From an optimization exercise on the open Yosys and OpenROAD flow, aimed at small area, a short achievable clock period and few clock cycles; shortcuts taken in it are not production practice. Function was checked by simulation only, so behaviour that the tests miss may differ from the original. Power figures rest on the tool's default switching activity, not on a simulated workload.

==> job 7393 <==
==> flow/design.v (excerpt) <==
module dcache_top (
  input  wire                            clk_i,
  input  wire                            rst_n_i,
  input  wire                            enable_i,
  input  wire                            flush_i,
  output logic                           flush_ack_o,
  output logic                           miss_o,
  output logic                           wbuffer_empty_o,
  input  wire                            ld_req_i,
  input  wire [dcache_pkg::ADDR_W-1:0]   ld_addr_i,
  output logic                           ld_gnt_o,
  output logic                           ld_rvalid_o,
  output logic [dcache_pkg::XLEN-1:0]    ld_rdata_o,
  input  wire                            st_req_i,
  input  wire [dcache_pkg::ADDR_W-1:0]   st_addr_i,
  input  wire [dcache_pkg::XLEN-1:0]     st_wdata_i,
  input  wire [dcache_pkg::BE_W-1:0]     st_be_i,
  output logic                           st_gnt_o,
  output logic                           mem_req_o,
  output logic                           mem_we_o,
  output logic [dcache_pkg::ADDR_W-1:0]  mem_addr_o,
  output logic [dcache_pkg::XLEN-1:0]    mem_wdata_o,
  output logic [dcache_pkg::BE_W-1:0]    mem_be_o,
  input  wire                            mem_gnt_i,
  input  wire                            mem_rvalid_i,
  input  wire [dcache_pkg::XLEN-1:0]     mem_rdata_i
);
clock: 9.0 ns
lec_check: 0
cap_margin: 20
core_margin: 2
core_utilization: 55
slew_margin: 20
tns_end_percent: 10
setup_slack_margin: 6
standard.sh (not shown) runs the stock make flow with config.mk's settings and CLKGATE_MAP_FILE= SYNTH_SCRIPT=/design/flow/synth_recipe.tcl, a recipe that flattens the netlist after the stock synthesis.
==> flow/flow/run.sh <==
#!/bin/bash
set -euo pipefail
echo 'export SETUP_SLACK_MARGIN = 6' >> config.mk
bash standard.sh > standard.log 2>&1
==> inputs of job 4431, as changes to job 7393 <==
--- a/flow/design.v
+++ b/flow/design.v
@@ -69,19 +69,18 @@
   logic          en_q;
   logic [RQN-1:0] rq_rdy_q;
   logic [RQN-1:0] rq_pend_q;
   logic [RQN-1:0] rq_alloc_q;
   logic [RQN-1:0] rq_we_q;
   logic [RQN-1:0] rq_dep_q;
-  logic [3:0]     rq_m_q [RQN];
   logic [RQW-1:0] rq_dslot_q [RQN];
   logic [IW-1:0]  rq_idx_q  [RQN];
   logic [31:0]    rq_data_q [RQN];
   logic [RQW:0]   rq_h_q;
   logic [RQW:0]   rq_t_q;
-  logic [RQN-1:0] rq_occ_q;    
+  logic [RQW:0]   rq_cnt_q;
   logic [RQW-1:0] ms_slot_q [RQN];
   logic [RQW:0]   ms_t_q;
   logic [RQW:0]   ms_r_q;
   logic [RQW:0]   ms_w_q;
   logic [MQN-1:0] mq_v_q;
   logic           mq_we_q   [MQN];
@@ -114,13 +113,13 @@
     for (int i = 0; i < RQN; i++) begin
       hzv[i] = rq_pend_q[i] && rq_alloc_q[i] && (rq_idx_q[i] == a_idx);
       if (hzv[i]) hz_slot = hz_slot | RQW'(i);
     end
   end
   assign hz = |hzv;
-  assign stall = mq_v_q[MQN-1] || (!a_st_q && rq_occ_q[RQN-1]);
+  assign stall = (a_st_q && hz) || mq_v_q[MQN-1] || (!a_st_q && (rq_cnt_q == (RQW + 1)'(RQN)));
   assign go    = a_v_q && !stall;
   assign st_go = go && a_st_q;
   assign ld_go = go && !a_st_q;
   assign ld_gnt_o = gnt_q;
   assign st_gnt_o = gnt_q;
   assign acc_st   = st_req_i && gnt_q;
@@ -144,59 +143,48 @@
   assign ld_miss = ld_go && !ld_hit;
   logic          sw_v_q;
   logic [IW-1:0] sw_idx_q;
   logic [3:0]    sw_be_q;
   logic [31:0]   sw_data_q;
   logic          sw_fwd;
-  logic          sw_hz_q;      
-  logic [RQW-1:0] sw_hslot_q;  
-  logic          su;
-  logic [3:0]    su_m;
-  assign su   = sw_v_q && sw_hz_q;
-  assign su_m = (su && (sw_hslot_q == hz_slot)) ? sw_be_q : 4'b0;
   assign sw_fwd = sw_v_q && (sw_idx_q == a_idx);
   always_comb begin
     l_data = l_word;
     for (int b = 0; b < 4; b++) begin
       if (sw_fwd && sw_be_q[b]) l_data[8*b +: 8] = sw_data_q[8*b +: 8];
     end
   end
   logic           rf_defer;
   logic [RQW-1:0] hd_slot_q;
   logic [IW-1:0]  hd_idx_q;
   logic           hd_we_q;
-  logic [3:0]     hd_m_q;
-  logic [31:0]    hd_data_q;   
   logic [RQW-1:0] ms_w_slot;
   logic           rf_do;
   logic           rf_we;
   logic [IW-1:0]  w_idx;
   logic [31:0]    w_data;
   logic [31:0]    rf_data;
   logic [3:0]     w_be;
   assign rf_defer  = (ms_w_q != ms_r_q);
   assign ms_w_slot = hd_slot_q;
   assign rf_do     = !sw_v_q && (rf_defer || mem_rvalid_i);
   assign rf_we     = rf_do && hd_we_q;
   assign w_idx     = sw_v_q ? sw_idx_q : hd_idx_q;
-  assign rf_data   = rf_defer ? hd_data_q : mem_rdata_i;
+  assign rf_data   = rf_defer ? rq_data_q[ms_w_slot] : mem_rdata_i;
   assign w_data    = sw_v_q ? sw_data_q : rf_data;
-  assign w_be      = sw_v_q ? sw_be_q : ({4{rf_we}} & ~hd_m_q);
+  assign w_be      = sw_v_q ? sw_be_q : {4{rf_we}};
   always_ff @(posedge clk_i or negedge rst_n_i) begin
     if (!rst_n_i) begin
-      sw_v_q  <= 1'b0;
-      sw_hz_q <= 1'b0;
+      sw_v_q <= 1'b0;
     end else begin
-      sw_v_q  <= st_go && l_hit;
-      sw_hz_q <= st_go && hz;
+      sw_v_q <= st_go && l_hit;
     end
   end
   always_ff @(posedge clk_i) begin
     if (st_go) begin
       sw_idx_q  <= a_idx;
-      sw_hslot_q <= hz_slot;
       sw_be_q   <= s_be_q;
       sw_data_q <= s_data_q;
     end
   end
   always_ff @(posedge clk_i) begin
     for (int l = 0; l < NL; l++) begin
@@ -260,56 +248,42 @@
   logic           rq_push;
   logic [RQW-1:0] ms_r_slot;
   logic           ld_dep;
   logic           dep_now;
   assign ld_dep  = ld_hit && hz;
   assign dep_now = rf_do && (ms_w_slot == hz_slot);
-  assign rq_pop    = rq_occ_q[0] && (rq_pend_q[rq_h_q[RQW-1:0]] ? rf_do : rq_rdy_q[rq_h_q[RQW-1:0]]);
+  assign rq_pop    = (rq_cnt_q != '0) && (rq_pend_q[rq_h_q[RQW-1:0]] ? rf_do : rq_rdy_q[rq_h_q[RQW-1:0]]);
   assign rq_push   = ld_go;
   logic [RQW:0]   ms_w_n;
   logic [RQW:0]   ms_w_inc;
   logic [RQW-1:0] ms_nx_slot;
   assign ms_w_inc   = qinc(ms_w_q);
   assign ms_w_n     = rf_do ? ms_w_inc : ms_w_q;
   assign ms_nx_slot = ms_slot_q[ms_w_inc[RQW-1:0]];
   always_ff @(posedge clk_i) begin
-    if (rf_do) begin
-      if (ms_r_q != ms_w_inc) begin
-        hd_data_q <= rq_data_q[ms_nx_slot];
-      end else begin
-        hd_data_q <= mem_rdata_i;
-      end
-    end else if (!rf_defer) begin
-      hd_data_q <= mem_rdata_i;
-    end
     if (ms_w_n == ms_t_q) begin
       hd_slot_q <= rq_t_q[RQW-1:0];
       hd_idx_q  <= a_idx;
       hd_we_q   <= en_q;
-      hd_m_q    <= '0;
     end else if (rf_do) begin
       hd_slot_q <= ms_nx_slot;
       hd_idx_q  <= rq_idx_q[ms_nx_slot];
-      hd_we_q   <= rq_we_q[ms_nx_slot] && !(ld_miss && en_q && hzv[ms_nx_slot]);
-      hd_m_q    <= rq_m_q[ms_nx_slot];
-    end else begin
-      hd_we_q   <= hd_we_q && !(ld_miss && en_q && hzv[hd_slot_q]);
-      hd_m_q    <= hd_m_q | ((su && (sw_hslot_q == hd_slot_q)) ? sw_be_q : 4'b0);
+      hd_we_q   <= rq_we_q[ms_nx_slot];
     end
   end
   assign ms_r_slot = ms_slot_q[ms_r_q[RQW-1:0]];
   always_ff @(posedge clk_i or negedge rst_n_i) begin
     if (!rst_n_i) begin
       rq_rdy_q   <= '0;
       rq_pend_q  <= '0;
       rq_alloc_q <= '0;
       rq_we_q    <= '0;
       rq_dep_q   <= '0;
       rq_h_q     <= '0;
       rq_t_q     <= '0;
-      rq_occ_q   <= '0;
+      rq_cnt_q   <= '0;
       ms_t_q     <= '0;
       ms_r_q     <= '0;
       ms_w_q     <= '0;
       out_v_q    <= 1'b0;
       miss_q     <= 1'b0;
     end else begin
@@ -317,13 +291,12 @@
         if (rf_do && rq_dep_q[i] && (rq_dslot_q[i] == ms_w_slot)) begin
           rq_rdy_q[i] <= 1'b1;
           rq_dep_q[i] <= 1'b0;
         end
         if (ld_miss && en_q && hzv[i]) begin
           rq_alloc_q[i] <= 1'b0;
-          rq_we_q[i]    <= 1'b0;
         end
       end
       if (rq_push) begin
         rq_rdy_q[rq_t_q[RQW-1:0]]   <= ld_hit && (!hz || dep_now);
         rq_dep_q[rq_t_q[RQW-1:0]]   <= ld_dep && !dep_now;
         rq_pend_q[rq_t_q[RQW-1:0]]  <= !ld_hit;
@@ -342,39 +315,31 @@
       if (ld_miss) begin
         ms_t_q <= qinc(ms_t_q);
       end
       if (rq_pop) begin
         rq_h_q <= qinc(rq_h_q);
       end
-      if (rq_pop) begin
-        if (!rq_push) rq_occ_q <= rq_occ_q >> 1;
-      end else if (rq_push) begin
-        rq_occ_q <= {rq_occ_q[RQN-2:0], 1'b1};
+      if (rq_push && !rq_pop) begin
+        rq_cnt_q <= rq_cnt_q + 1'b1;
+      end else if (rq_pop && !rq_push) begin
+        rq_cnt_q <= rq_cnt_q - 1'b1;
       end
       out_v_q <= rq_pop;
       miss_q  <= ld_miss;
     end
   end
   always_ff @(posedge clk_i) begin
     for (int i = 0; i < RQN; i++) begin
       if (ld_go && (rq_t_q[RQW-1:0] == RQW'(i))) begin
         rq_idx_q[i]   <= a_idx;
         rq_dslot_q[i] <= hz_slot;
-        rq_m_q[i]     <= ld_dep ? (rq_m_q[hz_slot] | su_m) : 4'b0;
-        for (int b = 0; b < 4; b++) begin
-          rq_data_q[i][8*b +: 8] <= (hz && dep_now && !rq_m_q[hz_slot][b]) ? rf_data[8*b +: 8] : l_data[8*b +: 8];
-        end
+        rq_data_q[i]  <= (hz && dep_now) ? rf_data : l_data;
       end else if (mem_rvalid_i && (ms_r_slot == RQW'(i))) begin
         rq_data_q[i] <= mem_rdata_i;
       end else if (rf_do && rq_dep_q[i] && (rq_dslot_q[i] == ms_w_slot)) begin
-        for (int b = 0; b < 4; b++) begin
-          if (!rq_m_q[i][b]) rq_data_q[i][8*b +: 8] <= rf_data[8*b +: 8];
-        end
-      end
-      if (su && (sw_hslot_q == RQW'(i)) && rq_pend_q[i]) begin
-        rq_m_q[i] <= rq_m_q[i] | sw_be_q;
+        rq_data_q[i] <= rf_data;
       end
     end
     if (ld_miss) begin
       ms_slot_q[ms_t_q[RQW-1:0]] <= rq_t_q[RQW-1:0];
     end
     if (rq_pop) begin
@@ -462,15 +427,15 @@
   logic           hz_st_n;
   logic           hz_a_n;
   logic           rq_pop_n;
   assign hold      = a_v_q && !go;
   assign st_idx_in = st_addr_i[dcache_pkg::OFF_W +: IW];
   assign ld_idx_in = ld_addr_i[dcache_pkg::OFF_W +: IW];
-  assign rq_full_pop   = rq_occ_q[RQN-1] && ld_go;
-  assign rq_full_nopop = rq_occ_q[RQN-1] || (rq_occ_q[RQN-2] && ld_go);
-  assign rq_pop_n      = rq_occ_q[0] && (rq_pend_q[rq_h_q[RQW-1:0]] ? rf_do : rq_rdy_q[rq_h_q[RQW-1:0]]);
+  assign rq_full_pop   = ((RQW + 2)'(rq_cnt_q) + (RQW + 2)'(ld_go)) >= (RQW + 2)'(RQN + 1);
+  assign rq_full_nopop = ((RQW + 2)'(rq_cnt_q) + (RQW + 2)'(ld_go)) >= (RQW + 2)'(RQN);
+  assign rq_pop_n      = (rq_cnt_q != '0) && (rq_pend_q[rq_h_q[RQW-1:0]] ? rf_do : rq_rdy_q[rq_h_q[RQW-1:0]]);
   assign rq_full_n     = rq_pop_n ? rq_full_pop : rq_full_nopop;
   assign mq_full_pop   = mq_v_q[MQN-1] && go;
   assign mq_full_nopop = mq_v_q[MQN-1] || (mq_v_q[MQN-2] && go);
   assign mq_full_n     = mq_pop ? mq_full_pop : mq_full_nopop;
   assign ld_stall_n = rq_full_n || mq_full_n;
   always_comb begin
@@ -491,23 +456,23 @@
     end
   end
   assign hz_st_n = hz_st_base || (hz_st_hd && !rf_do);
   assign hz_a_n  = hz_a_base || (hz_a_hd && !rf_do);
   always_ff @(posedge clk_i or negedge rst_n_i) begin
     if (!rst_n_i) begin
-      gnt_q <= 1'b0;
+      gnt_q <= 1'b1;
     end else if (gnt_q) begin
       if (st_req_i) begin
-        gnt_q <= !ld_req_i && !mq_full_n;
+        gnt_q <= !ld_req_i && !(hz_st_n || mq_full_n);
       end else if (ld_req_i) begin
         gnt_q <= !ld_stall_n;
       end else begin
         gnt_q <= 1'b1;
       end
     end else if (hold) begin
-      gnt_q <= !l2_v_q && !(a_st_q ? mq_full_n : ld_stall_n);
+      gnt_q <= !l2_v_q && !(a_st_q ? (hz_a_n || mq_full_n) : ld_stall_n);
     end else if (l2_v_q) begin
       gnt_q <= !ld_stall_n;
     end else begin
       gnt_q <= 1'b1;
     end
   end
Settings changed: CORE_UTILIZATION 55 to 60.
==> comparison table <==
metric                                                                job 7393       job 4431
Result of the run                             no timing/DRC/antenna violations  no timing/DRC/antenna violations
Global-route wire length before repair                              564,400 um     550,300 um
Total power                                                           55.51 mW       58.54 mW
Std cell rows                                                              162            153
Synthesis-to-finish area growth                                         26.75%         23.23%
Clock network area share                                               0.06462        0.06773
NonClk Buf Share                                                       0.09047        0.08341
Count of inverters other than clock inverters in the layout                113             52
Fraction of area in multi-input gates                                   0.2391         0.2289
Synth warnings                                                              11             10
Share of the cycle needed by the critical path after routing            0.4065         0.4148
Storage element area                                                79,030 um2     77,440 um2
Clock buf count                                                            395            377
Starting utilization of the core area                                   0.5535         0.6052
Routed length on met1                                               150,900 um     138,600 um
Clock network power                                                    11.5 mW        11.4 mW
Nets                                                                     8,346          8,082
Met3 track demand over resource                                         0.1002         0.1347
Startpoint class of the critical path                                     flop  primary input
Synth async-reset ratio                                                0.03849        0.03832
Maximum achievable frequency                                         273.3 MHz      267.9 MHz
Number of optimization iterations in the first detailed-route pass           7              9
Launching instance or port of the critical path                      rq_h_q[1]   st_addr_i[6]
Worst max-slew margin expressed relative to the limit                   0.1599         0.1750
Testbench counts of job 7393, summed over its fixed seeds: cycles 16,519.
Testbench counts of job 4431, summed over its fixed seeds: cycles 16,904.

[what the ideal ports hide]
In the flow no input, the clock included, has a driving cell. The finished layouts below were timed again as built, in two steps.
Step 1, drivers: a clkbuf_16 drives clk_i and a buf_2 each remaining input, both assumed.
Step 2 times the ports against the registers' clock, not the clock port: input delays grow and output delays shrink by t, the midpoint of the rising clock arrivals with the driver on.
a / b / c = ideal / step 1 / step 2; a / b = the first two.
run | t (ns) | setup slack, ns | hold slack, ns | worst setup path after step 2 | worst register clock-pin slew, ns
job 7393 | 1.018 | 5.341 / 5.341 / 4.589 | 0.432 / 0.432 / 0.432 | input to register | 0.07 / 0.07
job 4431 | 1.022 | 5.267 / 5.299 / 4.277 | 0.436 / 0.436 / 0.436 | input to register | 0.07 / 0.07
After both steps every run listed still meets setup and hold. For job 4431, which loses most, drivers alone change the setup slack by +0.032 ns; drivers and shift together by -0.990 ns.
